What follows belongs to an exercise in optimizing a design on an open flow for small area; a production flow would make more cautious choices. In this exercise RTL edits were held to simulation tests only and were not proved equivalent to the original. Power is estimated from default activity; no workload was simulated.

## build 61
==> flow/design.v <==
package ws2812_fade_source_pkg;
  typedef enum logic [1:0] {
    ST_GAP    = 2'd0,
    ST_SEND   = 2'd1,
    ST_TAIL   = 2'd2,
    ST_UPDATE = 2'd3
  } state_t;
  localparam int CH_G       = 0;
  localparam int CH_R       = 1;
  localparam int CH_B       = 2;
  localparam int CH_PER_LED = 3;
endpackage
module fade_step (
  input  logic [7:0] cur,
  input  logic [7:0] tgt,
  input  logic [7:0] random,
  input  logic       en,
  input  logic       fresh,
  output logic [7:0] cur_next,
  output logic [7:0] tgt_next
);
  logic       up, eq, step, load;
  logic [7:0] flip;
  assign up   = cur < tgt;
  assign eq   = cur == tgt;
  assign step = en && !eq;
  assign load = en && (eq || fresh);
  always_comb begin
    flip[0] = 1'b1;
    for (int i = 1; i < 8; i++) flip[i] = flip[i-1] && (cur[i-1] == up);
  end
  assign cur_next = fresh ? 8'h00 : (cur ^ (flip & {8{step}}));
  assign tgt_next = load ? random : tgt;
endmodule
module ws2812_fade_source #(
  parameter int LED_COUNT  = 16,
  parameter int FADE_DIV   = 4,
  parameter int GAP_CYCLES = 1000
) (
  input  logic       CLK,
  input  logic       RST,
  input  logic [7:0] random,
  input  logic       data_request,
  output logic       trigger,
  output logic [7:0] data,
  output logic       more_data
);
  localparam int NBYTES = ws2812_fade_source_pkg::CH_PER_LED * LED_COUNT;
  localparam int GRP    = 4;
  localparam int NGRP   = NBYTES / GRP;
  localparam int PW     = $clog2(GRP);
  localparam int CNT_W  = $clog2(((GAP_CYCLES > NBYTES) ? GAP_CYCLES : NBYTES) + 1);
  localparam int FDIV_W = (FADE_DIV > 1) ? $clog2(FADE_DIV) : 1;
  localparam logic [CNT_W-1:0]  GAP_LAST  = CNT_W'(GAP_CYCLES - 1);
  localparam logic [CNT_W-1:0]  IDX_LAST  = CNT_W'(NBYTES - 1);
  localparam logic [FDIV_W-1:0] FDIV_LAST = FDIV_W'(FADE_DIV - 1);
  logic send, tail, upd;
  logic fresh;
  logic [CNT_W-1:0]  cnt;
  logic [FDIV_W-1:0] fdiv;
  logic [GRP-1:0] ph;
  logic [PW-1:0] pp, pu;
  logic [PW-1:0] dsel_q;
  logic [7:0] cur [NBYTES];
  logic [7:0] tgt [NBYTES];
  logic [7:0] rnd_q [GRP-1];
  logic          gap, inc, last;
  logic          req_p, req_u;
  logic          due, rot, turn, rot_upd;
  logic [PW-1:0] pp_next, pu_next, dsel;
  logic [GRP-1:0] hs;
  logic [7:0]    rnd_d;
  logic [7:0]    cur_in, tgt_in;
  function automatic logic ones_of(input logic [CNT_W-1:0] v, input logic [CNT_W-1:0] c);
    ones_of = ((v & c) == c);
  endfunction
  assign gap   = !(send || tail || upd);
  assign req_p = send && data_request;
  assign req_u = upd;
  assign inc   = gap || req_p || req_u;
  assign last  = gap ? ones_of(cnt, GAP_LAST) : ones_of(cnt, IDX_LAST);
  assign due     = pp != '0 || pu != '0 || req_p || req_u;
  assign rot     = ph[0] && due;
  assign turn    = (ph[GRP-1:1] != '0) || !due;
  assign rot_upd = (pp == '0) && (pu != '0 || req_u);
  assign pp_next = pp + PW'(req_p) - PW'(rot && !rot_upd);
  assign pu_next = pu + PW'(req_u) - PW'(rot && rot_upd);
  assign dsel  = upd ? pu : dsel_q;
  assign rnd_d = (dsel == '0) ? random : rnd_q[dsel - PW'(1)];
  fade_step u_fade_step (
    .cur      (cur[0]),
    .tgt      (tgt[0]),
    .random   (rnd_d),
    .en       (rot_upd),
    .fresh    (fresh),
    .cur_next (cur_in),
    .tgt_next (tgt_in)
  );
  always_ff @(posedge CLK or posedge RST) begin
    if (RST) begin
      send  <= 1'b0;
      tail  <= 1'b0;
      upd   <= 1'b0;
      fresh <= 1'b1;
      cnt   <= '0;
      fdiv  <= '0;
      ph    <= GRP'(1);
      pp    <= '0;
      pu    <= '0;
    end else begin
      if (inc) begin
        cnt <= last ? '0 : cnt + CNT_W'(1);
      end
      if (gap && last) begin
        send <= 1'b1;
      end
      if (req_p && last) begin
        send <= 1'b0;
        tail <= 1'b1;
      end
      if (tail && data_request) begin
        tail <= 1'b0;
        fdiv <= (fdiv == FDIV_LAST) ? '0 : fdiv + FDIV_W'(1);
        if (fdiv == FDIV_LAST) upd <= 1'b1;
      end
      if (upd && last) begin
        upd <= 1'b0;
      end
      if (rot && rot_upd && pu_next == '0 && (!upd || last)) begin
        fresh <= 1'b0;
      end
      ph <= rot ? ph : {ph[GRP-2:0], ph[GRP-1]};
      pp <= pp_next;
      pu <= pu_next;
    end
  end
  always_ff @(posedge CLK) begin
    dsel_q   <= dsel;
    rnd_q[0] <= random;
    for (int i = 1; i < GRP - 1; i++) rnd_q[i] <= rnd_q[i-1];
    for (int g = 0; g < NGRP; g++) begin
      for (int j = 0; j < GRP - 1; j++) begin
        cur[g*GRP+j] <= cur[g*GRP+j+1];
        tgt[g*GRP+j] <= tgt[g*GRP+j+1];
      end
      if (g == NGRP - 1) begin
        cur[g*GRP+GRP-1] <= (cur[g*GRP] & {8{turn}}) | (cur_in & {8{rot}});
        tgt[g*GRP+GRP-1] <= (tgt[g*GRP] & {8{turn}}) | (tgt_in & {8{rot}});
      end else begin
        cur[g*GRP+GRP-1] <= (cur[g*GRP] & {8{turn}}) | (cur[g*GRP+GRP] & {8{rot}});
        tgt[g*GRP+GRP-1] <= (tgt[g*GRP] & {8{turn}}) | (tgt[g*GRP+GRP] & {8{rot}});
      end
    end
  end
  always_comb begin
    hs = '0;
    for (int j = 0; j < GRP; j++)
      for (int i = 0; i < GRP; i++)
        if (ph[j] && int'(pp) == (i + j) % GRP) hs[i] = send && !fresh;
  end
  always_comb begin
    data = 8'h00;
    for (int i = 0; i < GRP; i++) data = data | (cur[i] & {8{hs[i]}});
  end
  assign trigger   = send;
  assign more_data = send;
endmodule
clock: 10.0 ns
lec_check: 0
cap_margin: 20
core_margin: 2
core_utilization: 65
cts_buf_list: sky130_fd_sc_hd__clkbuf_4
cts_cluster_diameter: 50
cts_cluster_size: 12
gpl_routability_driven: 1
place_density: 0.75
slew_margin: 20
standard.sh (not shown) runs the stock make flow with config.mk's settings and CLKGATE_MAP_FILE= SYNTH_SCRIPT=/design/flow/synth_recipe.tcl, a recipe that flattens the netlist after the stock synthesis.
==> flow/flow/run.sh <==
#!/bin/bash
# Layout flow: the standard synthesis, then its combinational logic mapped
# again by ABC for area (the registers are kept as synthesis made them, names
# and cell types), then the standard layout from floorplan on, with the
# port buffers made of the smallest buffer cell. Each tool writes its own log
# in this folder.
set -euo pipefail
HERE=$(pwd)
RES=$HERE/orfs/results/$FLOW_PLATFORM/ws2812_fade_source/base
LIB=$FLOW_HOME/platforms/$FLOW_PLATFORM/lib/sky130_fd_sc_hd__tt_025C_1v80.lib

# 1. Standard synthesis.
bash standard.sh synth > synth.log 2>&1
cp "$RES/1_2_yosys.v" "$HERE/synth_standard.v"

# 2. Area remap of the logic between the registers.
sed -e "s|@LIB@|$LIB|g" \
    -e "s|@IN@|$HERE/synth_standard.v|" \
    -e "s|@OUT@|$RES/1_2_yosys.v|" \
    -e "s|@ABC@|$HERE/flow/area.abc|" \
    flow/remap.ys.in > remap.ys
yosys -s remap.ys > remap.log 2>&1
printf 'read_liberty -lib %s\nread_verilog %s\nhierarchy -top %s\ncheck -assert\n' \
  "$LIB" "$RES/1_2_yosys.v" "$FLOW_TOP" > remap_check.ys
yosys -s remap_check.ys > remap_check.log 2>&1
rm -f "$RES/1_synth.odb" "$RES/1_synth.sdc"

# 3. Standard layout from the remapped netlist.
export BUFFER_PORTS_ARGS="-buffer_cell sky130_fd_sc_hd__buf_1"
bash standard.sh > layout.log 2>&1
==> flow/flow/area.abc <==
&get -n
&st
&syn2
&dch
&nf -a
&st
&syn2
&dch
&nf -a
&put
==> flow/flow/remap.ys.in <==
# Remap the combinational logic of the standard synthesis for area.
read_liberty -overwrite -ignore_miss_func -setattr liberty_cell @LIB@
read_verilog @IN@
hierarchy -top ws2812_fade_source
# Registers stay as they are: same instances, names and cells.
setattr -mod -set keep_hierarchy 1 sky130_fd_sc_hd__df*
flatten
opt_clean -purge
abc -liberty @LIB@ -script @ABC@ -dont_use sky130_fd_sc_hd__probe* -dont_use sky130_fd_sc_hd__lpflow*
opt_clean -purge
hilomap -singleton -hicell sky130_fd_sc_hd__conb_1 HI -locell sky130_fd_sc_hd__conb_1 LO
insbuf -buf sky130_fd_sc_hd__buf_1 A X
splitnets
opt_clean -purge
setattr -mod -unset keep_hierarchy sky130_fd_sc_hd__df*
stat -liberty @LIB@
# Write the top module only, not the library cells read above.
select ws2812_fade_source
write_verilog -noattr -nohex -nodec -selected @OUT@
Build 61 closes out successfully: all stages finished, all timing, DRC and antenna checks passed.
[inputs] build 97 vs build 61
# build 61
export LEC_CHECK = 0
export CAP_MARGIN = 20
export CORE_MARGIN = 2
export CORE_UTILIZATION = 65
export CTS_BUF_LIST = sky130_fd_sc_hd__clkbuf_4
export CTS_CLUSTER_DIAMETER = 50
export CTS_CLUSTER_SIZE = 12
export GPL_ROUTABILITY_DRIVEN = 1
export PLACE_DENSITY = 0.75
export SLEW_MARGIN = 20
create_clock -name core_clock -period 10.0 [get_ports {CLK}]
# build 97
export LEC_CHECK = 0
export CAP_MARGIN = 20
export CORE_MARGIN = 2
export CORE_UTILIZATION = 65
export CTS_BUF_LIST = sky130_fd_sc_hd__clkbuf_8 sky130_fd_sc_hd__clkbuf_16
export CTS_CLUSTER_DIAMETER = 80
export CTS_CLUSTER_SIZE = 25
export GPL_ROUTABILITY_DRIVEN = 1
export PLACE_DENSITY = 0.75
export SLEW_MARGIN = 20
create_clock -name core_clock -period 10.0 [get_ports {CLK}]
==> comparison <==
- Build 97: all stages complete, timing, DRC and antenna checks passed
- For the fraction of the core area covered by cells at the end of the flow, build 97 came in 0.93 points higher than build 61 did.
- Higher area growth from synthesis to layout goes to build 97 over build 61.
- The first-pass GRT wire length on build 61 is in line with that on build 97.
- Between build 97 and build 61, it is build 97 whose share of total power in combinational logic is lower, by 0.2 points.
- Diff build 61 and build 97: internal power summed over all cells lower in build 61
Relative to build 97, the following input files were edited for build 25:
# build 97
export LEC_CHECK = 0
export CAP_MARGIN = 20
export CORE_MARGIN = 2
export CORE_UTILIZATION = 65
export CTS_BUF_LIST = sky130_fd_sc_hd__clkbuf_8 sky130_fd_sc_hd__clkbuf_16
export CTS_CLUSTER_DIAMETER = 80
export CTS_CLUSTER_SIZE = 25
export GPL_ROUTABILITY_DRIVEN = 1
export PLACE_DENSITY = 0.75
export SLEW_MARGIN = 20
create_clock -name core_clock -period 10.0 [get_ports {CLK}]
# build 25
export LEC_CHECK = 0
export CAP_MARGIN = 20
export CORE_MARGIN = 2
export CORE_UTILIZATION = 65
export CTS_BUF_LIST = sky130_fd_sc_hd__clkbuf_8
export CTS_CLUSTER_DIAMETER = 65
export CTS_CLUSTER_SIZE = 22
export GPL_ROUTABILITY_DRIVEN = 1
export PLACE_DENSITY = 0.9
export SLEW_MARGIN = 20
create_clock -name core_clock -period 10.0 [get_ports {CLK}]
Findings:
- Build 97 → build 25: final hold slack -0.0065 ns, slew at the pin closest to its max-slew limit rose by 0.023 ns.
- Sort build 97 and build 25 by wire length of the first global-routing pass desc -> top: build 25
- Final RePlAce weighted congestion in build 25 is 2.4% lower than in build 97
- Build 97 → build 25: largest voltage drop on the vdd net rose about 8%; global-route met1 utilization rose 0.28 points; smallest setup slack after layout fell 0.0088 ns; overall power fell about 6%.
Edits applied to the flow inputs when going from build 25 to build 93:
# build 25
export LEC_CHECK = 0
export CAP_MARGIN = 20
export CORE_MARGIN = 2
export CORE_UTILIZATION = 65
export CTS_BUF_LIST = sky130_fd_sc_hd__clkbuf_8
export CTS_CLUSTER_DIAMETER = 65
export CTS_CLUSTER_SIZE = 22
export GPL_ROUTABILITY_DRIVEN = 1
export PLACE_DENSITY = 0.9
export SLEW_MARGIN = 20
create_clock -name core_clock -period 10.0 [get_ports {CLK}]
# build 93
export LEC_CHECK = 0
export CAP_MARGIN = 20
export CORE_MARGIN = 2
export CORE_UTILIZATION = 65
export CTS_BUF_LIST = sky130_fd_sc_hd__clkbuf_8
export CTS_CLUSTER_DIAMETER = 65
export CTS_CLUSTER_SIZE = 22
export GPL_ROUTABILITY_DRIVEN = 1
export PLACE_DENSITY = 0.75
export SLEW_MARGIN = 20
create_clock -name core_clock -period 10.0 [get_ports {CLK}]
==> run summary <==
Per the final summary, build 93 finished and its layout is clean on timing, DRC and antenna. Final non-filler cell area essentially unchanged between build 93 and build 25. Per the comparison of build 93 with build 25, aggregate global-route resource usage saw a decrease, worst setup slack after placement moved down, setup clock skew after layout lost 0.014 ns, cell count of the worst reg-to-reg path lost 1, hold slack shows an increase of 0.024 ns. Compared with build 25, in build 93 total power density per cell area decreased by 0.67% relative to the old numbers, area of the mapped netlist closely matched the old numbers, number of nets in the layout did not really move.

==> port drivers added, routing unchanged <==
In the flow no input, the clock included, has a driving cell. The finished layouts below were timed again as built, in two steps.
Step 1, drivers: a clkbuf_16 drives CLK and a buf_2 each remaining input, both assumed.
Step 2, shift: input delay + t, output delay - t, t = (earliest + latest rising clock arrival at the registers) / 2. This alone moves slack from input paths to output paths.
Three values: no drivers, after step 1, after step 2; two values: the first two.
| run | t (ns) | slack for setup (ns) | worst setup path at the end | worst slew at a driven data input, ns | pins driven straight from the clock port |
|---|---|---|---|---|---|
| build 61 | 0.742 | 4.896 / 4.854 / 5.156 | input to register | 0.07 | 1 |
| build 97 | 0.586 | 5.045 / 4.993 / 5.125 | input to register | 0.06 | 1 |
| build 25 | 0.637 | 5.036 / 4.989 / 5.455 | input to register | 0.08 | 1 |
| build 93 | 0.624 | 4.978 / 4.930 / 5.184 | input to register | 0.06 | 1 |
After both steps every run listed still meets setup and hold.
